This is an optimization exercise on Yosys and OpenROAD, whose aim is small area, a short achievable clock period and few clock cycles per item, not a production implementation.
RTL that was checked went through simulation tests only; none was proved equivalent to the original.
Function not checked in run 1: the RTL went through the layout flow alone.
Power is estimated from default activity; no workload was simulated.

==> flow/design.v (outline; a module is shown in full before it is edited, if it fits) <==
// module conv_engine: 3100 lines
// module cnn_fa: 7 lines
// module cnn_hai: 7 lines
// module cnn_ha: 7 lines
// module cnn_top: 264 lines
module cnn_top (
	input  wire         clk,
	input  wire         reset_b,
	input  wire         run,
	output logic        busy,
	output logic [11:0] in_rd_addr,
	input  wire  [15:0] in_rd_data,
	output logic [11:0] weights_rd_addr,
	input  wire  [15:0] weights_rd_data,
	output logic [28:0] out_wr
);
  // ...
==> flow/flow/run.sh <==
#!/bin/bash
set -euo pipefail
cd "$(dirname "$0")/.."
export SETUP_SLACK_MARGIN=6.6
export BUFFER_PORTS_ARGS="-buffer_cell sky130_fd_sc_hd__buf_2"
bash standard.sh > flow_make.log 2>&1
==> flow/standard.sh <==
#!/bin/bash
# synth_recipe.tcl (not shown) runs the flow's synth.tcl, then flattens the netlist and writes it again
# the make line also repeats each setting of config.mk as NAME=value (left out here)
make -C /OpenROAD-flow-scripts/flow DESIGN_CONFIG=/design/flow/config.mk WORK_HOME=/design/flow/orfs CLKGATE_MAP_FILE= SYNTH_SCRIPT=/design/flow/synth_recipe.tcl "${@:-finish}"
==> flow/config.mk <==
export PLATFORM = sky130hd
export DESIGN_NAME = cnn_top
export DESIGN_NICKNAME = cnn_top
export VERILOG_FILES = /design/flow/design.v
export SDC_FILE = /design/flow/constraint.sdc
export NUM_CORES = 4
export LEC_CHECK = 0
export CAP_MARGIN = 20
export CORE_MARGIN = 2
export CORE_UTILIZATION = 50
export CTS_CLUSTER_DIAMETER = 80
export CTS_CLUSTER_SIZE = 24
export SLEW_MARGIN = 70
export SYNTH_HIERARCHICAL = 1
==> flow/constraint.sdc <==
create_clock -name core_clock -period 10.0 [get_ports {clk}]
set_input_delay 2.0000 -clock core_clock [delete_from_list [all_inputs] [get_ports {clk}]]
set_output_delay 2.0000 -clock core_clock [all_outputs]
set_load 0.01 [all_outputs]
==> run notes, run 1 <==
part of the power in registers=a little over a third; Synth top cells by count=fa_1 (544), nand2_1 (519), dfxtp_1 (445); compound-gate portion of the synthesized area=under 10%; Wirelength per Cell=26.5 um; number of I/O port buffers=77; largest family of logic cells by synthesized area=adder cells; Hold Path Class=register to register; Worst path depth=7; reg2reg start=kw[4][10]; number of synthesized flops with an enable pin=102; Power Internal=between 5 and 6 mW; met3 Use GR=8.93%; power in combinational cells=around 4 mW; clock-pin slew on the worst setup and hold paths=approximately 0.1 ns; DRC Markers=0; clk cell area share=~3.3%; Non-clock inverters=around 120; Finished Cell Area=35000 um^2; status=finished clean; die area=approximately 65000 um^2; LEAKAGE=about 13 nW; Overall Global Routing Usage=roughly 30%; Area contributors post-synth=fa_1 (35%), dfxtp_1 (28%), edfxtp_1 (9.7%); initial drt markers=between 1500 and 2000; comb_multi_in=1830; Mapped Area=31600 um^2; worst-path maximum fanout=4; post_cts resized=between 80 and 90; FF/Latch Area=12100 um^2; Setup violations, final=0; FF+latch count, synth=547; Finished Layout Cells=between 3000 and 4000
==> inputs of run 2 (changes only) <==
--- a/flow/design.v
+++ b/flow/design.v
@@ -1675,18 +1675,18 @@
 	logic c1650;
 	logic s1651;
 	logic c1652;
 	logic s1653;
 	logic c1654;
 	logic s1655;
 	logic c1656;
 	logic s1657;
-	logic c1658;
-	logic s1659;
+	logic s1658;
+	logic c1659;
 	logic s1660;
 	logic c1661;
 	logic s1662;
 	logic c1663;
 	logic s1664;
 	logic c1665;
 	logic s1666;
 	logic c1667;
@@ -1705,16 +1705,18 @@
 	logic s1680;
 	logic c1681;
 	logic s1682;
 	logic c1683;
 	logic s1684;
 	logic c1685;
 	logic s1686;
 	logic c1687;
+	logic s1688;
+	logic c1689;
 	logic q0;
 	logic q1;
 	logic q2;
 	logic q3;
 	logic q4;
 	logic q5;
 	logic q6;
 	logic q7;
@@ -1796,20 +1798,56 @@
 	logic q83;
 	logic q84;
 	logic q85;
 	logic q86;
 	logic q87;
 	logic q88;
 	logic q89;
 	logic q90;
+	logic q91;
+	logic q92;
+	logic q93;
+	logic q94;
+	logic q95;
+	logic q96;
+	logic q97;
+	logic q98;
+	logic q99;
+	logic q100;
+	logic q101;
+	logic q102;
+	logic q103;
+	logic q104;
+	logic q105;
+	logic q106;
+	logic q107;
+	logic q108;
+	logic q109;
+	logic q110;
+	logic q111;
+	logic q112;
+	logic q113;
+	logic q114;
+	logic q115;
+	logic q116;
+	logic q117;
+	logic q118;
+	logic q119;
+	logic q120;
+	logic q121;
+	logic q122;
+	logic q123;
+	logic q124;
+	logic q125;
 	logic ra_q0;
 	logic ra_q1;
 	logic rb_q1;
 	logic ra_q2;
+	logic rb_q2;
 	logic ra_q3;
 	logic rb_q3;
 	logic ra_q4;
 	logic rb_q4;
 	logic ra_q5;
 	logic rb_q5;
 	logic ra_q6;
 	logic rb_q6;
@@ -2862,248 +2900,285 @@
 	cnn_fa u_s1469 (.a(c1354), .b(s1359), .c(s1361), .s(s1469), .co(c1470));
 	cnn_fa u_s1471 (.a(c1356), .b(c1358), .c(c1360), .s(s1471), .co(c1472));
 	cnn_fa u_s1473 (.a(c1362), .b(s1365), .c(c1364), .s(s1473), .co(c1474));
 	cnn_fa u_s1475 (.a(s1367), .b(s1369), .c(s1371), .s(s1475), .co(c1476));
 	cnn_fa u_s1477 (.a(s1211), .b(s1213), .c(c1366), .s(s1477), .co(c1478));
 	cnn_fa u_s1479 (.a(c1368), .b(c1370), .c(s1373), .s(s1479), .co(c1480));
 	cnn_fa u_s1481 (.a(c1214), .b(s1215), .c(c1374), .s(s1481), .co(c1482));
 	cnn_ha u_s1483 (.a(c1216), .b(c1378), .s(s1483), .co(c1484));
-	cnn_fa u_s1485 (.a(s1219), .b(s1221), .c(s1379), .s(s1485), .co(c1486));
-	cnn_fa u_s1487 (.a(c1380), .b(s1381), .c(s1383), .s(s1487), .co(c1488));
-	cnn_fa u_s1489 (.a(s1239), .b(c1382), .c(s1385), .s(s1489), .co(c1490));
-	cnn_fa u_s1491 (.a(c1384), .b(s1387), .c(s1389), .s(s1491), .co(c1492));
-	cnn_fa u_s1493 (.a(s1251), .b(s1391), .c(c1386), .s(s1493), .co(c1494));
-	cnn_fa u_s1495 (.a(c1388), .b(s1393), .c(c1390), .s(s1495), .co(c1496));
-	cnn_fa u_s1497 (.a(s1265), .b(s1267), .c(c1392), .s(s1497), .co(c1498));
-	cnn_fa u_s1499 (.a(c1394), .b(c1396), .c(s1399), .s(s1499), .co(c1500));
-	cnn_fa u_s1501 (.a(s1401), .b(c1398), .c(s1403), .s(s1501), .co(c1502));
-	cnn_fa u_s1503 (.a(c1400), .b(c1402), .c(s1407), .s(s1503), .co(c1504));
-	cnn_fa u_s1505 (.a(c1404), .b(s1409), .c(c1406), .s(s1505), .co(c1506));
-	cnn_fa u_s1507 (.a(s1411), .b(s1413), .c(s1415), .s(s1507), .co(c1508));
-	cnn_fa u_s1509 (.a(s1303), .b(s1305), .c(c1408), .s(s1509), .co(c1510));
-	cnn_fa u_s1511 (.a(c1410), .b(s1419), .c(c1412), .s(s1511), .co(c1512));
-	cnn_fa u_s1513 (.a(c1414), .b(c1416), .c(s1421), .s(s1513), .co(c1514));
-	cnn_fa u_s1515 (.a(s1423), .b(c1418), .c(s1425), .s(s1515), .co(c1516));
-	cnn_fa u_s1517 (.a(s1321), .b(s1323), .c(c1420), .s(s1517), .co(c1518));
-	cnn_fa u_s1519 (.a(c1422), .b(c1424), .c(s1431), .s(s1519), .co(c1520));
-	cnn_fa u_s1521 (.a(c1426), .b(c1428), .c(c1430), .s(s1521), .co(c1522));
-	cnn_fa u_s1523 (.a(s1433), .b(s1435), .c(s1437), .s(s1523), .co(c1524));
-	cnn_fa u_s1525 (.a(s1337), .b(s1339), .c(c1432), .s(s1525), .co(c1526));
-	cnn_fa u_s1527 (.a(c1434), .b(c1436), .c(c1438), .s(s1527), .co(c1528));
-	cnn_fa u_s1529 (.a(s1443), .b(c1440), .c(c1442), .s(s1529), .co(c1530));
-	cnn_fa u_s1531 (.a(s1445), .b(s1447), .c(s1449), .s(s1531), .co(c1532));
-	cnn_fa u_s1533 (.a(c1444), .b(c1446), .c(c1448), .s(s1533), .co(c1534));
-	cnn_fa u_s1535 (.a(s1453), .b(c1450), .c(c1452), .s(s1535), .co(c1536));
-	cnn_fa u_s1537 (.a(s1455), .b(s1457), .c(s1459), .s(s1537), .co(c1538));
-	cnn_fa u_s1539 (.a(s1363), .b(c1454), .c(c1456), .s(s1539), .co(c1540));
-	cnn_fa u_s1541 (.a(s1463), .b(c1458), .c(c1460), .s(s1541), .co(c1542));
-	cnn_fa u_s1543 (.a(s1465), .b(s1467), .c(c1462), .s(s1543), .co(c1544));
-	cnn_fa u_s1545 (.a(c1464), .b(c1466), .c(c1468), .s(s1545), .co(c1546));
-	cnn_fa u_s1547 (.a(c1470), .b(s1471), .c(s1473), .s(s1547), .co(c1548));
-	cnn_fa u_s1549 (.a(c1372), .b(s1375), .c(s1477), .s(s1549), .co(c1550));
-	cnn_fa u_s1551 (.a(c1472), .b(c1474), .c(s1479), .s(s1551), .co(c1552));
-	cnn_fa u_s1553 (.a(c1376), .b(s1377), .c(c1478), .s(s1553), .co(c1554));
-	cnn_hai u_s1555 (.a(q37), .b(q38), .s(s1555), .co(c1556));
-	cnn_hai u_s1557 (.a(q47), .b(q48), .s(s1557), .co(c1558));
-	cnn_hai u_s1559 (.a(q21), .b(q22), .s(s1559), .co(c1560));
-	cnn_fa u_s1561 (.a(q28), .b(q29), .c(q30), .s(s1561), .co(c1562));
-	cnn_fa u_s1563 (.a(q31), .b(q32), .c(q33), .s(s1563), .co(c1564));
-	cnn_fa u_s1565 (.a(q39), .b(q40), .c(q41), .s(s1565), .co(c1566));
-	cnn_fa u_s1567 (.a(q42), .b(q43), .c(q44), .s(s1567), .co(c1568));
-	cnn_hai u_s1569 (.a(q45), .b(q46), .s(s1569), .co(c1570));
-	cnn_fa u_s1571 (.a(q49), .b(q50), .c(q51), .s(s1571), .co(c1572));
-	cnn_fa u_s1573 (.a(q52), .b(q53), .c(q54), .s(s1573), .co(c1574));
-	cnn_fa u_s1575 (.a(q55), .b(c1556), .c(s1557), .s(s1575), .co(c1576));
-	cnn_fa u_s1577 (.a(q56), .b(q57), .c(q58), .s(s1577), .co(c1578));
-	cnn_fa u_s1579 (.a(q59), .b(q60), .c(q61), .s(s1579), .co(c1580));
-	cnn_fa u_s1581 (.a(q62), .b(q63), .c(c1558), .s(s1581), .co(c1582));
-	cnn_fa u_s1583 (.a(q64), .b(q65), .c(q66), .s(s1583), .co(c1584));
-	cnn_fa u_s1585 (.a(q67), .b(q68), .c(q69), .s(s1585), .co(c1586));
-	cnn_fa u_s1587 (.a(q71), .b(q72), .c(q73), .s(s1587), .co(c1588));
-	cnn_fa u_s1589 (.a(q9), .b(q10), .c(q11), .s(s1589), .co(c1590));
-	cnn_fa u_s1591 (.a(q15), .b(q16), .c(q17), .s(s1591), .co(c1592));
-	cnn_hai u_s1593 (.a(q18), .b(q19), .s(s1593), .co(c1594));
-	cnn_fa u_s1595 (.a(q23), .b(q24), .c(q25), .s(s1595), .co(c1596));
-	cnn_fa u_s1597 (.a(q26), .b(q27), .c(s1559), .s(s1597), .co(c1598));
-	cnn_fa u_s1599 (.a(q34), .b(q35), .c(q36), .s(s1599), .co(c1600));
-	cnn_fa u_s1601 (.a(c1560), .b(s1561), .c(s1563), .s(s1601), .co(c1602));
-	cnn_fa u_s1603 (.a(s1555), .b(s1569), .c(c1562), .s(s1603), .co(c1604));
-	cnn_fa u_s1605 (.a(c1564), .b(s1565), .c(s1567), .s(s1605), .co(c1606));
-	cnn_fa u_s1607 (.a(c1570), .b(c1566), .c(c1568), .s(s1607), .co(c1608));
-	cnn_fa u_s1609 (.a(s1571), .b(s1573), .c(s1575), .s(s1609), .co(c1610));
-	cnn_fa u_s1611 (.a(c1572), .b(c1574), .c(s1577), .s(s1611), .co(c1612));
-	cnn_fa u_s1613 (.a(s1579), .b(s1581), .c(c1576), .s(s1613), .co(c1614));
-	cnn_fa u_s1615 (.a(q70), .b(c1578), .c(c1580), .s(s1615), .co(c1616));
-	cnn_fa u_s1617 (.a(s1583), .b(s1585), .c(c1582), .s(s1617), .co(c1618));
-	cnn_fa u_s1619 (.a(q74), .b(q75), .c(q76), .s(s1619), .co(c1620));
-	cnn_fa u_s1621 (.a(c1584), .b(c1586), .c(s1587), .s(s1621), .co(c1622));
-	cnn_fa u_s1623 (.a(q77), .b(q78), .c(q79), .s(s1623), .co(c1624));
-	cnn_fa u_s1625 (.a(q80), .b(q81), .c(c1588), .s(s1625), .co(c1626));
-	cnn_fa u_s1627 (.a(q82), .b(q83), .c(q84), .s(s1627), .co(c1628));
-	cnn_hai u_s1629 (.a(q85), .b(q86), .s(s1629), .co(c1630));
-	cnn_hai u_s1631 (.a(q87), .b(q88), .s(s1631), .co(c1632));
-	cnn_hai u_s1633 (.a(q12), .b(q13), .s(s1633), .co(c1634));
-	cnn_fa u_s1635 (.a(q20), .b(s1593), .c(c1590), .s(s1635), .co(c1636));
-	cnn_fa u_s1637 (.a(c1594), .b(c1592), .c(s1595), .s(s1637), .co(c1638));
+	cnn_hai u_s1485 (.a(q43), .b(q44), .s(s1485), .co(c1486));
+	cnn_fa u_s1487 (.a(q57), .b(q58), .c(q59), .s(s1487), .co(c1488));
+	cnn_hai u_s1489 (.a(q71), .b(q72), .s(s1489), .co(c1490));
+	cnn_hai u_s1491 (.a(q23), .b(q24), .s(s1491), .co(c1492));
+	cnn_fa u_s1493 (.a(q33), .b(q34), .c(q35), .s(s1493), .co(c1494));
+	cnn_fa u_s1495 (.a(q45), .b(q46), .c(q47), .s(s1495), .co(c1496));
+	cnn_fa u_s1497 (.a(q48), .b(q49), .c(q50), .s(s1497), .co(c1498));
+	cnn_hai u_s1499 (.a(q51), .b(q52), .s(s1499), .co(c1500));
+	cnn_fa u_s1501 (.a(q60), .b(q61), .c(q62), .s(s1501), .co(c1502));
+	cnn_fa u_s1503 (.a(q63), .b(q64), .c(q65), .s(s1503), .co(c1504));
+	cnn_fa u_s1505 (.a(q66), .b(q67), .c(q68), .s(s1505), .co(c1506));
+	cnn_hai u_s1507 (.a(q69), .b(q70), .s(s1507), .co(c1508));
+	cnn_fa u_s1509 (.a(q73), .b(q74), .c(q75), .s(s1509), .co(c1510));
+	cnn_fa u_s1511 (.a(q76), .b(q77), .c(q78), .s(s1511), .co(c1512));
+	cnn_fa u_s1513 (.a(q79), .b(q80), .c(q81), .s(s1513), .co(c1514));
+	cnn_fa u_s1515 (.a(q82), .b(q83), .c(s1489), .s(s1515), .co(c1516));
+	cnn_fa u_s1517 (.a(q84), .b(q85), .c(q86), .s(s1517), .co(c1518));
+	cnn_fa u_s1519 (.a(q87), .b(q88), .c(q89), .s(s1519), .co(c1520));
+	cnn_fa u_s1521 (.a(q90), .b(q91), .c(q92), .s(s1521), .co(c1522));
+	cnn_fa u_s1523 (.a(q94), .b(q95), .c(q96), .s(s1523), .co(c1524));
+	cnn_fa u_s1525 (.a(q97), .b(q98), .c(q99), .s(s1525), .co(c1526));
+	cnn_fa u_s1527 (.a(q15), .b(q16), .c(q17), .s(s1527), .co(c1528));
+	cnn_fa u_s1529 (.a(q25), .b(q26), .c(q27), .s(s1529), .co(c1530));
+	cnn_fa u_s1531 (.a(q28), .b(q29), .c(q30), .s(s1531), .co(c1532));
+	cnn_fa u_s1533 (.a(q36), .b(q37), .c(q38), .s(s1533), .co(c1534));
+	cnn_fa u_s1535 (.a(q39), .b(q40), .c(q41), .s(s1535), .co(c1536));
+	cnn_hai u_s1537 (.a(q42), .b(c1492), .s(s1537), .co(c1538));
+	cnn_fa u_s1539 (.a(q53), .b(q54), .c(q55), .s(s1539), .co(c1540));
+	cnn_fa u_s1541 (.a(q56), .b(s1485), .c(s1499), .s(s1541), .co(c1542));
+	cnn_fa u_s1543 (.a(c1494), .b(s1495), .c(s1497), .s(s1543), .co(c1544));
+	cnn_fa u_s1545 (.a(c1486), .b(c1500), .c(s1507), .s(s1545), .co(c1546));
+	cnn_fa u_s1547 (.a(c1496), .b(c1498), .c(s1487), .s(s1547), .co(c1548));
+	cnn_fa u_s1549 (.a(s1501), .b(s1503), .c(s1505), .s(s1549), .co(c1550));
+	cnn_fa u_s1551 (.a(c1508), .b(c1488), .c(c1502), .s(s1551), .co(c1552));
+	cnn_fa u_s1553 (.a(c1504), .b(c1506), .c(s1509), .s(s1553), .co(c1554));
+	cnn_fa u_s1555 (.a(s1511), .b(s1513), .c(s1515), .s(s1555), .co(c1556));
+	cnn_fa u_s1557 (.a(q93), .b(c1490), .c(c1510), .s(s1557), .co(c1558));
+	cnn_fa u_s1559 (.a(c1512), .b(c1514), .c(s1517), .s(s1559), .co(c1560));
+	cnn_fa u_s1561 (.a(s1519), .b(s1521), .c(c1516), .s(s1561), .co(c1562));
+	cnn_fa u_s1563 (.a(q100), .b(q101), .c(q102), .s(s1563), .co(c1564));
+	cnn_fa u_s1565 (.a(q103), .b(c1518), .c(c1520), .s(s1565), .co(c1566));
+	cnn_fa u_s1567 (.a(c1522), .b(s1523), .c(s1525), .s(s1567), .co(c1568));
+	cnn_fa u_s1569 (.a(q104), .b(q105), .c(q106), .s(s1569), .co(c1570));
+	cnn_fa u_s1571 (.a(q107), .b(q108), .c(q109), .s(s1571), .co(c1572));
+	cnn_fa u_s1573 (.a(q110), .b(c1524), .c(c1526), .s(s1573), .co(c1574));
+	cnn_fa u_s1575 (.a(q111), .b(q112), .c(q113), .s(s1575), .co(c1576));
+	cnn_fa u_s1577 (.a(q114), .b(q115), .c(q116), .s(s1577), .co(c1578));
+	cnn_hai u_s1579 (.a(q118), .b(q119), .s(s1579), .co(c1580));
+	cnn_fa u_s1581 (.a(q9), .b(q10), .c(q11), .s(s1581), .co(c1582));
+	cnn_fa u_s1583 (.a(q18), .b(q19), .c(q20), .s(s1583), .co(c1584));
+	cnn_hai u_s1585 (.a(q21), .b(q22), .s(s1585), .co(c1586));
+	cnn_fa u_s1587 (.a(q31), .b(q32), .c(s1491), .s(s1587), .co(c1588));
+	cnn_fa u_s1589 (.a(c1528), .b(s1529), .c(s1531), .s(s1589), .co(c1590));
+	cnn_fa u_s1591 (.a(c1530), .b(c1532), .c(s1537), .s(s1591), .co(c1592));
+	cnn_fa u_s1593 (.a(s1493), .b(s1533), .c(s1535), .s(s1593), .co(c1594));
+	cnn_fa u_s1595 (.a(c1538), .b(c1534), .c(c1536), .s(s1595), .co(c1596));
+	cnn_fa u_s1597 (.a(s1539), .b(s1541), .c(s1543), .s(s1597), .co(c1598));
+	cnn_fa u_s1599 (.a(c1540), .b(c1542), .c(s1545), .s(s1599), .co(c1600));
+	cnn_fa u_s1601 (.a(c1544), .b(s1547), .c(s1549), .s(s1601), .co(c1602));
+	cnn_fa u_s1603 (.a(c1546), .b(c1548), .c(c1550), .s(s1603), .co(c1604));
+	cnn_fa u_s1605 (.a(s1551), .b(s1553), .c(s1555), .s(s1605), .co(c1606));
+	cnn_fa u_s1607 (.a(c1552), .b(s1557), .c(c1554), .s(s1607), .co(c1608));
+	cnn_fa u_s1609 (.a(s1559), .b(c1556), .c(s1561), .s(s1609), .co(c1610));
+	cnn_fa u_s1611 (.a(s1563), .b(c1558), .c(c1560), .s(s1611), .co(c1612));
+	cnn_fa u_s1613 (.a(s1565), .b(s1567), .c(c1562), .s(s1613), .co(c1614));
+	cnn_fa u_s1615 (.a(c1564), .b(s1569), .c(s1571), .s(s1615), .co(c1616));
+	cnn_fa u_s1617 (.a(c1566), .b(c1568), .c(s1573), .s(s1617), .co(c1618));
+	cnn_fa u_s1619 (.a(q117), .b(c1570), .c(c1572), .s(s1619), .co(c1620));
+	cnn_fa u_s1621 (.a(s1575), .b(s1577), .c(c1574), .s(s1621), .co(c1622));
+	cnn_fa u_s1623 (.a(q120), .b(q121), .c(q122), .s(s1623), .co(c1624));
+	cnn_fa u_s1625 (.a(s1579), .b(c1576), .c(c1578), .s(s1625), .co(c1626));
+	cnn_hai u_s1627 (.a(q123), .b(q124), .s(s1627), .co(c1628));
+	cnn_hai u_s1629 (.a(q12), .b(q13), .s(s1629), .co(c1630));
+	cnn_fa u_s1631 (.a(s1585), .b(c1582), .c(s1527), .s(s1631), .co(c1632));
+	cnn_fa u_s1633 (.a(c1586), .b(c1584), .c(s1587), .s(s1633), .co(c1634));
+	cnn_fa u_s1635 (.a(c1588), .b(c1590), .c(s1591), .s(s1635), .co(c1636));
+	cnn_fa u_s1637 (.a(c1592), .b(c1594), .c(s1595), .s(s1637), .co(c1638));
 	cnn_fa u_s1639 (.a(c1596), .b(s1599), .c(c1598), .s(s1639), .co(c1640));
-	cnn_fa u_s1641 (.a(c1600), .b(s1603), .c(c1602), .s(s1641), .co(c1642));
-	cnn_fa u_s1643 (.a(c1604), .b(c1606), .c(s1607), .s(s1643), .co(c1644));
+	cnn_fa u_s1641 (.a(c1600), .b(c1602), .c(s1603), .s(s1641), .co(c1642));
+	cnn_fa u_s1643 (.a(c1604), .b(s1607), .c(c1606), .s(s1643), .co(c1644));
 	cnn_fa u_s1645 (.a(c1608), .b(s1611), .c(c1610), .s(s1645), .co(c1646));
-	cnn_fa u_s1647 (.a(c1612), .b(s1615), .c(s1617), .s(s1647), .co(c1648));
-	cnn_fa u_s1649 (.a(s1619), .b(c1616), .c(s1621), .s(s1649), .co(c1650));
-	cnn_fa u_s1651 (.a(c1620), .b(s1623), .c(s1625), .s(s1651), .co(c1652));
-	cnn_fa u_s1653 (.a(s1629), .b(c1624), .c(s1627), .s(s1653), .co(c1654));
-	cnn_fa u_s1655 (.a(q89), .b(c1630), .c(s1631), .s(s1655), .co(c1656));
-	assign s1659 = ~q90;
-	cnn_hai u_s1660 (.a(q6), .b(q7), .s(s1660), .co(c1661));
-	cnn_fa u_s1662 (.a(q14), .b(s1633), .c(s1589), .s(s1662), .co(c1663));
-	cnn_fa u_s1664 (.a(c1634), .b(s1591), .c(s1635), .s(s1664), .co(c1665));
-	cnn_fa u_s1666 (.a(s1597), .b(c1636), .c(s1637), .s(s1666), .co(c1667));
-	cnn_fa u_s1668 (.a(c1638), .b(s1601), .c(s1639), .s(s1668), .co(c1669));
-	cnn_fa u_s1670 (.a(s1605), .b(c1640), .c(s1641), .s(s1670), .co(c1671));
-	cnn_fa u_s1672 (.a(s1609), .b(c1642), .c(s1643), .s(s1672), .co(c1673));
-	cnn_fa u_s1674 (.a(s1613), .b(c1644), .c(s1645), .s(s1674), .co(c1675));
-	cnn_fa u_s1676 (.a(c1614), .b(s1647), .c(c1646), .s(s1676), .co(c1677));
-	cnn_fa u_s1678 (.a(c1618), .b(s1649), .c(c1648), .s(s1678), .co(c1679));
-	cnn_fa u_s1680 (.a(c1622), .b(s1651), .c(c1650), .s(s1680), .co(c1681));
-	cnn_fa u_s1682 (.a(c1626), .b(s1653), .c(c1652), .s(s1682), .co(c1683));
-	cnn_fa u_s1684 (.a(c1628), .b(s1655), .c(c1654), .s(s1684), .co(c1685));
-	cnn_fa u_s1686 (.a(s1659), .b(c1632), .c(c1656), .s(s1686), .co(c1687));
+	cnn_fa u_s1647 (.a(s1615), .b(c1612), .c(s1617), .s(s1647), .co(c1648));
+	cnn_fa u_s1649 (.a(c1616), .b(s1619), .c(s1621), .s(s1649), .co(c1650));
+	cnn_fa u_s1651 (.a(s1623), .b(c1620), .c(s1625), .s(s1651), .co(c1652));
+	cnn_fa u_s1653 (.a(c1580), .b(s1627), .c(c1624), .s(s1653), .co(c1654));
+	assign s1657 = ~q125;
+	cnn_hai u_s1658 (.a(q3), .b(q4), .s(s1658), .co(c1659));
+	cnn_fa u_s1660 (.a(q6), .b(q7), .c(q8), .s(s1660), .co(c1661));
+	cnn_fa u_s1662 (.a(q14), .b(s1629), .c(s1581), .s(s1662), .co(c1663));
+	cnn_fa u_s1664 (.a(c1630), .b(s1583), .c(s1631), .s(s1664), .co(c1665));
+	cnn_fa u_s1666 (.a(c1632), .b(s1589), .c(s1633), .s(s1666), .co(c1667));
+	cnn_fa u_s1668 (.a(s1593), .b(c1634), .c(s1635), .s(s1668), .co(c1669));
+	cnn_fa u_s1670 (.a(c1636), .b(s1637), .c(s1597), .s(s1670), .co(c1671));
+	cnn_fa u_s1672 (.a(c1638), .b(s1601), .c(s1639), .s(s1672), .co(c1673));
+	cnn_fa u_s1674 (.a(s1605), .b(c1640), .c(s1641), .s(s1674), .co(c1675));
+	cnn_fa u_s1676 (.a(s1609), .b(c1642), .c(s1643), .s(s1676), .co(c1677));
+	cnn_fa u_s1678 (.a(s1613), .b(c1644), .c(s1645), .s(s1678), .co(c1679));
+	cnn_fa u_s1680 (.a(c1614), .b(s1647), .c(c1646), .s(s1680), .co(c1681));
+	cnn_fa u_s1682 (.a(c1618), .b(s1649), .c(c1648), .s(s1682), .co(c1683));
+	cnn_fa u_s1684 (.a(c1622), .b(s1651), .c(c1650), .s(s1684), .co(c1685));
+	cnn_fa u_s1686 (.a(c1626), .b(s1653), .c(c1652), .s(s1686), .co(c1687));
+	cnn_fa u_s1688 (.a(s1657), .b(c1628), .c(c1654), .s(s1688), .co(c1689));
 	always_ff @(posedge clk) begin
 		q0 <= s961;
 		q1 <= s967;
 		q2 <= s1217;
-		q3 <= s1485;
-		q4 <= c1486;
-		q5 <= s1487;
-		q6 <= c1488;
-		q7 <= s1489;
-		q8 <= s1491;
-		q9 <= s1395;
-		q10 <= s1397;
-		q11 <= c1490;
-		q12 <= c1492;
-		q13 <= s1493;
-		q14 <= s1495;
-		q15 <= s1405;
-		q16 <= c1494;
-		q17 <= c1496;
-		q18 <= s1497;
-		q19 <= s1499;
-		q20 <= s1501;
-		q21 <= s1417;
-		q22 <= c1498;
-		q23 <= c1500;
-		q24 <= c1502;
-		q25 <= s1503;
-		q26 <= s1505;
-		q27 <= s1507;
-		q28 <= s1427;
-		q29 <= s1429;
-		q30 <= c1504;
-		q31 <= c1506;
-		q32 <= c1508;
-		q33 <= s1509;
-		q34 <= s1511;
-		q35 <= s1513;
-		q36 <= s1515;
-		q37 <= s1439;
-		q38 <= s1441;
-		q39 <= c1510;
-		q40 <= c1512;
-		q41 <= c1514;
-		q42 <= c1516;
-		q43 <= s1517;
-		q44 <= s1519;
-		q45 <= s1521;
-		q46 <= s1523;
-		q47 <= s1451;
-		q48 <= c1518;
-		q49 <= c1520;
-		q50 <= c1522;
-		q51 <= c1524;
-		q52 <= s1525;
-		q53 <= s1527;
-		q54 <= s1529;
-		q55 <= s1531;
-		q56 <= s1461;
-		q57 <= c1526;
-		q58 <= c1528;
-		q59 <= c1530;
-		q60 <= c1532;
-		q61 <= s1533;
-		q62 <= s1535;
-		q63 <= s1537;
-		q64 <= s1469;
-		q65 <= c1534;
-		q66 <= c1536;
-		q67 <= c1538;
-		q68 <= s1539;
-		q69 <= s1541;
-		q70 <= s1543;
-		q71 <= s1475;
-		q72 <= c1540;
-		q73 <= c1542;
-		q74 <= c1544;
-		q75 <= s1545;
-		q76 <= s1547;
-		q77 <= c1476;
-		q78 <= c1546;
-		q79 <= c1548;
-		q80 <= s1549;
-		q81 <= s1551;
-		q82 <= s1481;
-		q83 <= c1480;
-		q84 <= c1550;
-		q85 <= c1552;
-		q86 <= s1553;
-		q87 <= c1482;
-		q88 <= s1483;
-		q89 <= c1554;
-		q90 <= c1484;
+		q3 <= s1219;
+		q4 <= s1221;
+		q5 <= s1379;
+		q6 <= c1380;
+		q7 <= s1381;
+		q8 <= s1383;
+		q9 <= s1239;
+		q10 <= c1382;
+		q11 <= c1384;
+		q12 <= s1385;
+		q13 <= s1387;
+		q14 <= s1389;
+		q15 <= s1251;
+		q16 <= c1386;
+		q17 <= c1388;
+		q18 <= c1390;
+		q19 <= s1391;
+		q20 <= s1393;
+		q21 <= s1395;
+		q22 <= s1397;
+		q23 <= s1265;
+		q24 <= s1267;
+		q25 <= c1392;
+		q26 <= c1394;
+		q27 <= c1396;
+		q28 <= c1398;
+		q29 <= s1399;
+		q30 <= s1401;
+		q31 <= s1403;
+		q32 <= s1405;
+		q33 <= c1400;
+		q34 <= c1402;
+		q35 <= c1404;
+		q36 <= c1406;
+		q37 <= s1407;
+		q38 <= s1409;
+		q39 <= s1411;
+		q40 <= s1413;
+		q41 <= s1415;
+		q42 <= s1417;
+		q43 <= s1303;
+		q44 <= s1305;
+		q45 <= c1408;
+		q46 <= c1410;
+		q47 <= c1412;
+		q48 <= c1414;
+		q49 <= c1416;
+		q50 <= c1418;
+		q51 <= s1419;
+		q52 <= s1421;
+		q53 <= s1423;
+		q54 <= s1425;
+		q55 <= s1427;
+		q56 <= s1429;
+		q57 <= s1321;
+		q58 <= s1323;
+		q59 <= c1420;
+		q60 <= c1422;
+		q61 <= c1424;
+		q62 <= c1426;
+		q63 <= c1428;
+		q64 <= c1430;
+		q65 <= s1431;
+		q66 <= s1433;
+		q67 <= s1435;
+		q68 <= s1437;
+		q69 <= s1439;
+		q70 <= s1441;
+		q71 <= s1337;
+		q72 <= s1339;
+		q73 <= c1432;
+		q74 <= c1434;
+		q75 <= c1436;
+		q76 <= c1438;
+		q77 <= c1440;
+		q78 <= c1442;
+		q79 <= s1443;
+		q80 <= s1445;
+		q81 <= s1447;
+		q82 <= s1449;
+		q83 <= s1451;
+		q84 <= c1444;
+		q85 <= c1446;
+		q86 <= c1448;
+		q87 <= c1450;
+		q88 <= c1452;
+		q89 <= s1453;
+		q90 <= s1455;
+		q91 <= s1457;
+		q92 <= s1459;
+		q93 <= s1461;
+		q94 <= s1363;
+		q95 <= c1454;
+		q96 <= c1456;
+		q97 <= c1458;
+		q98 <= c1460;
+		q99 <= c1462;
+		q100 <= s1463;
+		q101 <= s1465;
+		q102 <= s1467;
+		q103 <= s1469;
+		q104 <= c1464;
+		q105 <= c1466;
+		q106 <= c1468;
+		q107 <= c1470;
+		q108 <= s1471;
+		q109 <= s1473;
+		q110 <= s1475;
+		q111 <= c1372;
+		q112 <= s1375;
+		q113 <= c1472;
+		q114 <= c1474;
+		q115 <= c1476;
+		q116 <= s1477;
+		q117 <= s1479;
+		q118 <= c1376;
+		q119 <= s1377;
+		q120 <= c1478;
+		q121 <= c1480;
+		q122 <= s1481;
+		q123 <= c1482;
+		q124 <= s1483;
+		q125 <= c1484;
 		ra_q0 <= q0;
 		ra_q1 <= q1;
 		rb_q1 <= q2;
-		ra_q2 <= q3;
-		ra_q3 <= q4;
-		rb_q3 <= q5;
-		ra_q4 <= q8;
-		rb_q4 <= s1660;
-		ra_q5 <= c1661;
-		rb_q5 <= s1662;
-		ra_q6 <= c1663;
-		rb_q6 <= s1664;
-		ra_q7 <= c1665;
-		rb_q7 <= s1666;
-		ra_q8 <= c1667;
-		rb_q8 <= s1668;
-		ra_q9 <= c1669;
-		rb_q9 <= s1670;
-		ra_q10 <= c1671;
-		rb_q10 <= s1672;
-		ra_q11 <= c1673;
-		rb_q11 <= s1674;
-		ra_q12 <= c1675;
-		rb_q12 <= s1676;
-		ra_q13 <= c1677;
-		rb_q13 <= s1678;
-		ra_q14 <= c1679;
-		rb_q14 <= s1680;
-		ra_q15 <= c1681;
-		rb_q15 <= s1682;
-		ra_q16 <= c1683;
-		rb_q16 <= s1684;
-		ra_q17 <= c1685;
-		rb_q17 <= s1686;
-		ra_q18 <= q90;
-		rb_q18 <= c1687;
+		ra_q2 <= q5;
+		rb_q2 <= s1658;
+		ra_q3 <= c1659;
+		rb_q3 <= s1660;
+		ra_q4 <= c1661;
+		rb_q4 <= s1662;
+		ra_q5 <= c1663;
+		rb_q5 <= s1664;
+		ra_q6 <= c1665;
+		rb_q6 <= s1666;
+		ra_q7 <= c1667;
+		rb_q7 <= s1668;
+		ra_q8 <= c1669;
+		rb_q8 <= s1670;
+		ra_q9 <= c1671;
+		rb_q9 <= s1672;
+		ra_q10 <= c1673;
+		rb_q10 <= s1674;
+		ra_q11 <= c1675;
+		rb_q11 <= s1676;
+		ra_q12 <= c1677;
+		rb_q12 <= s1678;
+		ra_q13 <= c1679;
+		rb_q13 <= s1680;
+		ra_q14 <= c1681;
+		rb_q14 <= s1682;
+		ra_q15 <= c1683;
+		rb_q15 <= s1684;
+		ra_q16 <= c1685;
+		rb_q16 <= s1686;
+		ra_q17 <= c1687;
+		rb_q17 <= s1688;
+		ra_q18 <= q125;
+		rb_q18 <= c1689;
 	end
 	assign ra = {~ra_q18, ~ra_q17, ~ra_q16, ~ra_q15, ~ra_q14, ~ra_q13, ~ra_q12, ~ra_q11, ~ra_q10, ~ra_q9, ~ra_q8, ~ra_q7, ~ra_q6, ~ra_q5, ~ra_q4, ~ra_q3, ~ra_q2, ~ra_q1, ~ra_q0};
-	assign rb = {~rb_q18, ~rb_q17, ~rb_q16, ~rb_q15, ~rb_q14, ~rb_q13, ~rb_q12, ~rb_q11, ~rb_q10, ~rb_q9, ~rb_q8, ~rb_q7, ~rb_q6, ~rb_q5, ~rb_q4, ~rb_q3, 1'b0, ~rb_q1, 1'b0};
+	assign rb = {~rb_q18, ~rb_q17, ~rb_q16, ~rb_q15, ~rb_q14, ~rb_q13, ~rb_q12, ~rb_q11, ~rb_q10, ~rb_q9, ~rb_q8, ~rb_q7, ~rb_q6, ~rb_q5, ~rb_q4, ~rb_q3, ~rb_q2, ~rb_q1, 1'b0};
 endmodule
 module cnn_fa (
 	input  wire  a, b, c,
 	output logic s, co
 );
 	assign s  = a ^ b ^ c;
 	assign co = (a & b) | (a & c) | (b & c);
 endmodule
==> flow/flow/run.sh (replaced) <==
#!/bin/bash
set -euo pipefail
cd "$(dirname "$0")/.."
export SETUP_SLACK_MARGIN=6.5
export BUFFER_PORTS_ARGS="-buffer_cell sky130_fd_sc_hd__buf_2"
bash standard.sh > flow_make.log 2>&1
==> run notes, run 2 <==
P&R area growth vs syn=7.68% (was 11.0%); Sw Ratio=40.2% (was 38.8%); Worst-Skew Late Latency=0.60 ns (was 0.61 ns); Primary FF master, synth=dfxtp_1 (unchanged); commonest non-fill, non-tap cell in the layout=fa_1 (was nand2_1); Net Switching=3.87 mW (was 3.34 mW); die area=66600 um^2 (was 65200 um^2); crit path DAT=3.63 ns (was 3.93 ns); number of synthesized flops with an enable pin=102 (unchanged); vias in the first global route=21400 (was 20900); Clock Sink Count=583 (was 547); crit path to=u_eng.rb_q11 (was u_eng.q5); worst reg-to-reg path cell count=8 (was 7); part of the power in registers=33.9% (was 35.2%); fill cell total of the finished layout=5520 (was 5257); initial antenna violation count=1 (was 4); Final Skew=0.0540 ns (was 0.0405 ns); CP endpoint kind=register (unchanged); Vias per Instance=5.45 (was 5.54); Hold Buf Count CTS=0 (unchanged); clock buffer depth=3 (unchanged); syn_area_per_cell=12.2 um^2 (about the same); RSZ-0062 raised after global routing=no (was yes); final net count=3360 (was 3365); period utilization=31.8% (was 34.7%); ANT nets after route=0 (unchanged); largest net degree at the start of global routing=38 (was 41); Die Y=258 um (was 255 um); synth warn=14 (unchanged); reg2reg start=u_eng.q71 (was kw[4][10]); first-pass GRT wire length=137000 um (was 139000 um); cells after synthesis=2654 (was 2595); Area contributors post-synth=fa_1 (34%), dfxtp_1 (30%), edfxtp_1 (9.5%) (was fa_1 (35%), dfxtp_1 (28%), edfxtp_1 (9.7%)); final core utilization=54.2% (was 55.8%); post_cts resized=0 (was 84); number of I/O port buffers=77 (unchanged); Setup violations, final=0 (unchanged); most frequent cell after synthesis=fa_1 (unchanged); Worst IR Drop VDD=0.364 mV (was 0.161 mV); Initial Util=50.4% (was 50.3%); number of buffers created by CTS=35 (unchanged); Worst Setup SP=u_eng.q71 (was kw[4][10]); flop2flop setup slack=6.82 ns (was 6.53 ns); combinational share of power=49.5% (was 46.6%); Wirelength per Cell=25.3 um (was 26.5 um); LEAKAGE=13.5 nW (was 13.4 nW); final number of hold-violating endpoints=0 (unchanged); Mapped Area=32300 um^2 (was 31600 um^2); initial drt markers=1398 (was 1572); Worst-Margin Slew=0.527 ns; FF+latch count, synth=583 (was 547); Power Internal=5.75 mW (was 5.27 mW); fin. max-slew vios=0 (unchanged); Synth top cells by count=fa_1 (543), nand2_1 (534), dfxtp_1 (481) (was fa_1 (544), nand2_1 (519), dfxtp_1 (445)); Clock Power Share=16.6% (was 18.2%); Overall Global Routing Usage=28.2% (was 30.0%); minimum clock period=3.18 ns (was 3.47 ns); Rel. slew slack=between 60% and 70%; status=finished clean (unchanged); clock-pin slew on the worst setup and hold paths=0.09 ns (was 0.10 ns); HPWL after DPL=74400 um (was 77400 um); vias=19600 (was 19900); Pre-Repair DR Iteration Count=7 (was 5); most frequent cells in the layout=fa_1 (543), nand2_1 (533), dfxtp_1 (420), and2_1 (167), inv_1 (127) (was nand2_1 (505), fa_1 (430), dfxtp_1 (371), and2_1 (157), inv_1 (115)); top-area cell type share of the netlist area=33.7% (was 34.5%); cell taking the most area after synthesis=fa_1 (unchanged); Max Freq=314 MHz (was 288 MHz); post-synthesis sequential area ratio=39.3% (was 37.9%); Clock Tree Root=clkbuf_16 (unchanged); Std-Cell Rows=93 (was 92); CTS tree=built (unchanged); leading registers by flop count=kw: 72 flops, op: 72 flops (unchanged); final setup TNS=0 ns (unchanged); DRC Markers=0 (unchanged); H-tree depth=2 (unchanged); gpl congestion=0.961 (was 0.998); Hold Path Class=register to register (unchanged); share of cells above drive strength 1=12.6% (was 20.7%); worst-path maximum fanout=1 (was 4); Power Density=276 nW/um^2 (was 246 nW/um^2); postcts setup bufs=0 (was 65); GRT overflow=0 (unchanged); core area=64100 um^2 (was 62700 um^2); width of the die=258 um (was 255 um); startpoint types=register (unchanged); max cap viols=0 (unchanged); Worst EP required=10.45 ns (was 10.46 ns); WL final=91000 um (was 95400 um); Crit Path Class=register to register (unchanged); Async SR Flop Fraction=0% (unchanged); I/O pin count=89 (unchanged); post-synth cell types=66 (was 73); FF-to-FF End=u_eng.rb_q11 (was u_eng.q5)
-- run 2: cell types whose count changed after synthesis, sizes merged, moves of 6 or more --
cell | previous run | this run
nor2 | 66 | 58
nand2 | 520 | 534
inv | 117 | 127
buf | 85 | 77
clkbuf | 27 | 36
a31oi | 15 | 9
dfxtp | 445 | 481
o21a | 6 | 16
-- run 2: worst min path at each step --
| stage | slack (ns) | startpoint | to | depth (start not counted) |
|---|---|---|---|---|
| 2_1_floorplan | 0.31 | s_last[1] | c_last | 0 |
| 3_3_place_gp | 0.31 | s_last[1] | c_last | 0 |
| 3_5_place_dp | 0.31 | last_a | last_b | 0 |
| 4_1_cts | 0.33 | last_c | exl[1] | 0 |
| 5_1_grt | 0.34 | last_c | exl[1] | 0 |
| 6_report | 0.33 | u_eng.q5 | u_eng.ra_q2 | 0 |
-- run 2: per-layer routing --
layer	GRT usage (%)	vias to the layer above	wire length (um)
li1	-	8558	-
met1	37.7	10100	38300
met3	7.90	174	7720
met4	8.94	0	3000
met2	44.9	746	42000
met5	0	-	0
-- run 2: power groups by stage --
stage	sequential [mW]	combinational [mW]	clock, mW
floorplan	3.17	3.03	0
global placement	3.32	4.60	0
detailed placement	3.32	4.78	0
CTS	3.26	4.78	1.64
global route	3.31	5.40	1.73
finish	3.26	4.76	1.59
-- run 2: final cells by class --
type,instances,area [um^2],area share [%]
Clock buffer,49,971,2.79
Inverter,127,477,1.37
Antenna cell,3,7.51,0.0216
Tap cell,855,1070,3.08
Timing Repair Buffer,127,686,1.97
Sequential cell,583,12800,36.8
Clock inverter,15,244,0.702
Multi-Input combinational cell,1841,18500,53.3
-- run 2: stage by stage --
stage                     power, mW  instance area (um^2)  setup WS [ns]  cells  hold slack [ns]
after global routing           10.4                 34800           6.75   3597            0.336
after CTS                      9.69                 34700           6.81   3593            0.332
after global placement         7.92                 33100           6.79   3486            0.311
after floorplan                6.21                 32300           7.08   2664            0.310
after detailed placement       8.09                 33500           6.83   3529            0.312
final                          9.61                 34800           6.82   3600            0.331
-- run 2: kinds of logic after synthesis --
| group | Yosys count | synth area share, % |
|---|---|---|
| adders and majority gates | 610 | 36.3 |
| buffers and inverters | 240 | 3.67 |
| and+or+nand+nor | 881 | 12.5 |
| other | 2 | 0.0233 |
| AOI/OAI and AO/OA | 209 | 4.18 |
| muxes | 79 | 2.73 |
| xor gates and xnor gates | 50 | 1.36 |
| DFF | 583 | 39.3 |
-- run 2: critical path: stages (launching register included) --
cell	delay (ns)
dfxtp_1	0.32
inv_1	0.04
ha_1	0.26
inv_1	0.05
fa_1	0.53
fa_1	0.49
fa_1	0.41
fa_1	0.52
fa_1	0.41
-- run 2: Yosys stat by module, one instance, submodules excluded --
module	flops+latches	cells inside
cnn_fa	0	1
cnn_top	420	1218
conv_engine	163	837
cnn_ha	0	1
cnn_hai	0	5
Testbench counts of run 2, summed over its fixed seeds: cycles 144,886, items 32,549.
==> inputs of run 3 (changes only) <==
==> flow/flow/run.sh (replaced) <==
#!/bin/bash
set -euo pipefail
cd "$(dirname "$0")/.."
export SETUP_SLACK_MARGIN=6.8
export BUFFER_PORTS_ARGS="-buffer_cell sky130_fd_sc_hd__buf_2"
bash standard.sh > flow_make.log 2>&1
==> run notes, run 3 <==
Overall Global Routing Usage=28.2% (unchanged); P&R area growth vs syn=7.77% (was 7.68%); final setup TNS=0 ns (unchanged); GRT busiest layer=met2 (unchanged); Worst-Margin Slew=0.504 ns (was 0.527 ns); Sw Ratio=40.2% (about the same); Finished Layout Cells=3599 (was 3600); width of the die=258 um (unchanged); Setup violations, final=0 (unchanged); post-synth cell types=66 (unchanged); Finished Cell Area=34800 um^2 (about the same); Async SR Flop Fraction=0% (unchanged); ant diodes=0 (was 3); commonest non-fill, non-tap cell in the layout=fa_1 (unchanged); Die Y=258 um (unchanged); Inst Count DP=3529 (unchanged); flop2flop setup slack=6.80 ns (was 6.82 ns); core area=64100 um^2 (unchanged); FF+latch count, synth=583 (unchanged); cells after synthesis=2654 (unchanged); met2 Track Usage GR=44.9% (unchanged); first-pass GRT wire length=137000 um (unchanged); Primary FF master, synth=dfxtp_1 (unchanged); GRT overflow=0 (unchanged); number of I/O port buffers=77 (unchanged); initial drt markers=1469 (was 1398); I/O pin count=89 (unchanged); vias=19600 (about the same); period utilization=32.0% (was 31.8%); minimum clock period=3.20 ns (was 3.18 ns); Vias per Instance=5.46 (was 5.45); top-area cell type share of the netlist area=33.7% (unchanged); syn_area_per_cell=12.2 um^2 (unchanged); Power Internal=5.77 mW (was 5.75 mW); worst reg-to-reg path cell count=8 (unchanged); most frequent cell after synthesis=fa_1 (unchanged); WL final=91100 um (was 91000 um); met1 Usage GRT=37.7% (unchanged); Mapped Area=32300 um^2 (unchanged); Max Freq=313 MHz (was 314 MHz); largest net degree at the start of global routing=38 (unchanged); clock buffer depth=3 (unchanged); Synth top cells by count=fa_1 (543), nand2_1 (534), dfxtp_1 (481) (unchanged); LEAKAGE=13.5 nW (about the same); die area=66600 um^2 (unchanged); Worst IR Drop VDD=0.372 mV (was 0.364 mV); RSZ-0062 raised after global routing=yes (was no); vias in the first global route=21400 (unchanged); startpoint types=register (unchanged); Area contributors post-synth=fa_1 (34%), dfxtp_1 (30%), edfxtp_1 (9.5%) (unchanged); CP endpoint kind=register (unchanged); initial antenna violation count=1 (unchanged); Initial Util=50.4% (unchanged); Post-DP Area=33500 um^2 (unchanged); combinational share of power=49.6% (was 49.5%); Worst-Skew Late Latency=0.60 ns (about the same); final net count=3362 (was 3360); Std-Cell Rows=93 (unchanged); final number of hold-violating endpoints=0 (unchanged); Final Skew=0.0547 ns (was 0.0540 ns); met3 Use GR=7.90% (unchanged); H-tree depth=2 (unchanged); Crit Path Class=register to register (unchanged); Clock Sink Count=583 (unchanged); post-synthesis sequential area ratio=39.3% (unchanged); leading registers by flop count=kw: 72 flops, op: 72 flops (unchanged); Clock Tree Root=clkbuf_16 (unchanged); Pre-Repair DR Iteration Count=7 (unchanged); Power Density=277 nW/um^2 (was 276 nW/um^2); number of buffers created by CTS=35 (unchanged); Clock Power Share=16.5% (was 16.6%); status=finished clean (unchanged); CTS tree=built (unchanged); synth warn=14 (unchanged); fin. max-slew vios=0 (unchanged); ANT nets after route=0 (unchanged); Rel. slew slack=66.4% (was 64.8%); Hold Path Class=register to register (unchanged); max cap viols=0 (unchanged); part of the power in registers=33.8% (was 33.9%); clock-pin slew on the worst setup and hold paths=0.09 ns (about the same); share of cells above drive strength 1=12.9% (was 12.6%); DRC Markers=0 (unchanged); crit path DAT=3.65 ns (was 3.63 ns); Wirelength per Cell=25.3 um (about the same); Cells on Worst Hold Path=0 (unchanged); number of synthesized flops with an enable pin=102 (unchanged); gpl congestion=0.961 (unchanged); HPWL after DPL=74400 um (unchanged); fill cell total of the finished layout=5515 (was 5520); Net Switching=3.87 mW (about the same); Worst EP required=10.45 ns (about the same); cell taking the most area after synthesis=fa_1 (unchanged); most frequent cells in the layout=fa_1 (540), nand2_1 (533), dfxtp_1 (419), and2_1 (167), inv_1 (126) (was fa_1 (543), nand2_1 (533), dfxtp_1 (420), and2_1 (167), inv_1 (127)); worst-path maximum fanout=1 (unchanged)
-- run 3: power by group through the flow --
stage / Sequential (mW) / Combinational, mW / Clock, mW
5_1_grt: 3.31 / 5.43 / 1.73
3_3_place_gp: 3.32 / 4.60 / 0
6_report: 3.26 / 4.79 / 1.59
4_1_cts: 3.26 / 4.78 / 1.64
2_1_floorplan: 3.17 / 3.03 / 0
3_5_place_dp: 3.32 / 4.78 / 0
-- run 3: path summary, 6_finish.rpt --
path	from	endpoint
worst min-delay path	u_eng.q5	u_eng.ra_q2
worst max-delay path	u_eng.q71	u_eng.rb_q11
worst min register to register	u_eng.q5	u_eng.ra_q2
worst max register to register	u_eng.q71	u_eng.rb_q11
-- run 3: Yosys stat by module, one instance, submodules excluded --
| module | copies in the design | flip-flops and latches | cells inside | area [um^2] |
|---|---|---|---|---|
| cnn_hai | 11 | 0 | 5 | 27.5 |
| conv_engine | 1 | 163 | 837 | 6330 |
| cnn_fa | 540 | 0 | 1 | 20.0 |
| cnn_top | 1 | 420 | 1218 | 14800 |
| cnn_ha | 4 | 0 | 1 | 12.5 |
-- run 3: cells by family (layout without fill, tap and decap cells) --
| kind of cell | after synthesis | after routing | synth area share (%) |
|---|---|---|---|
| other | 2 | 12 | 0.0233 |
| flip-flops | 583 | 583 | 39.3 |
| buffers and inverters | 240 | 320 | 3.67 |
| XOR/XNOR | 50 | 50 | 1.36 |
| adder cells (fa/ha/maj) | 610 | 610 | 36.3 |
| AND/OR/NAND/NOR | 881 | 881 | 12.5 |
| multiplexers | 79 | 79 | 2.73 |
| AO/OA/AOI/OAI | 209 | 209 | 4.18 |
-- run 3: stage by stage --
step | utilization [%] | setup slack [ns] | power, mW | hold WS [ns]
3_3_place_gp | 51.6 | 6.79 | 7.92 | 0.311
5_1_grt | 54.3 | 6.78 | 10.5 | 0.336
4_1_cts | 54.1 | 6.81 | 9.69 | 0.332
6_report | 54.3 | 6.80 | 9.64 | 0.331
2_1_floorplan | - | 7.08 | 6.21 | 0.310
3_5_place_dp | 52.2 | 6.83 | 8.09 | 0.312
-- run 3: cell type report --
type / count / area, um^2 / area share, %
multi-input cells: 1841 / 18600 / 53.3
flip-flops and latches: 583 / 12800 / 36.7
well taps: 855 / 1070 / 3.07
clock buffers: 49 / 971 / 2.79
repair buffers: 129 / 701 / 2.01
inverters: 127 / 477 / 1.37
clock inverters: 15 / 244 / 0.701
-- run 3: timing repair --
item / CTS / global route
gates resized for setup: 0 / 7
setup endpoints to repair: 0 / 7
setup buffers: 0 / 2
hold buffers: 0 / 0
-- run 3: routing by layer --
layer  vias to the layer above  wire, um
met5                         -         0
met4                         0      3050
met3                       181      7770
met2                       755     42100
met1                     10100     38200
li1                       8559         -
-- run 3: critical path: stages, from the launching register on --
cell	delay, ns
dfxtp_1	0.32
inv_1	0.06
ha_4	0.26
inv_2	0.04
fa_2	0.56
fa_2	0.48
fa_2	0.38
fa_1	0.54
fa_1	0.41

## static timing again, ports no longer ideal
Ports are ideal in the flow. The routed layouts listed here were re-timed in OpenROAD. Step 1 (the two cells are an assumption about what drives the block):
set clk [get_ports {clk}]
set_driving_cell -lib_cell sky130_fd_sc_hd__clkbuf_16 $clk
set_driving_cell -lib_cell sky130_fd_sc_hd__buf_2 [delete_from_list [all_inputs] $clk]
Step 2, shift: input delay + t, output delay - t, t = (earliest + latest rising clock arrival at the registers) / 2. This alone moves slack from input paths to output paths. Three values: no drivers, after step 1, after step 2; two values: the first two.
run | t, ns | setup slack, ns | clock arrival spread, ns
run 1 | 0.649 | 6.533 / 6.533 / 6.533 | 0.042 / 0.043
run 2 | 0.639 | 6.818 / 6.818 / 6.818 | 0.060 / 0.060
run 3 | 0.638 | 6.804 / 6.804 / 6.804 | 0.059 / 0.060
After both steps setup and hold are still met in every run listed.
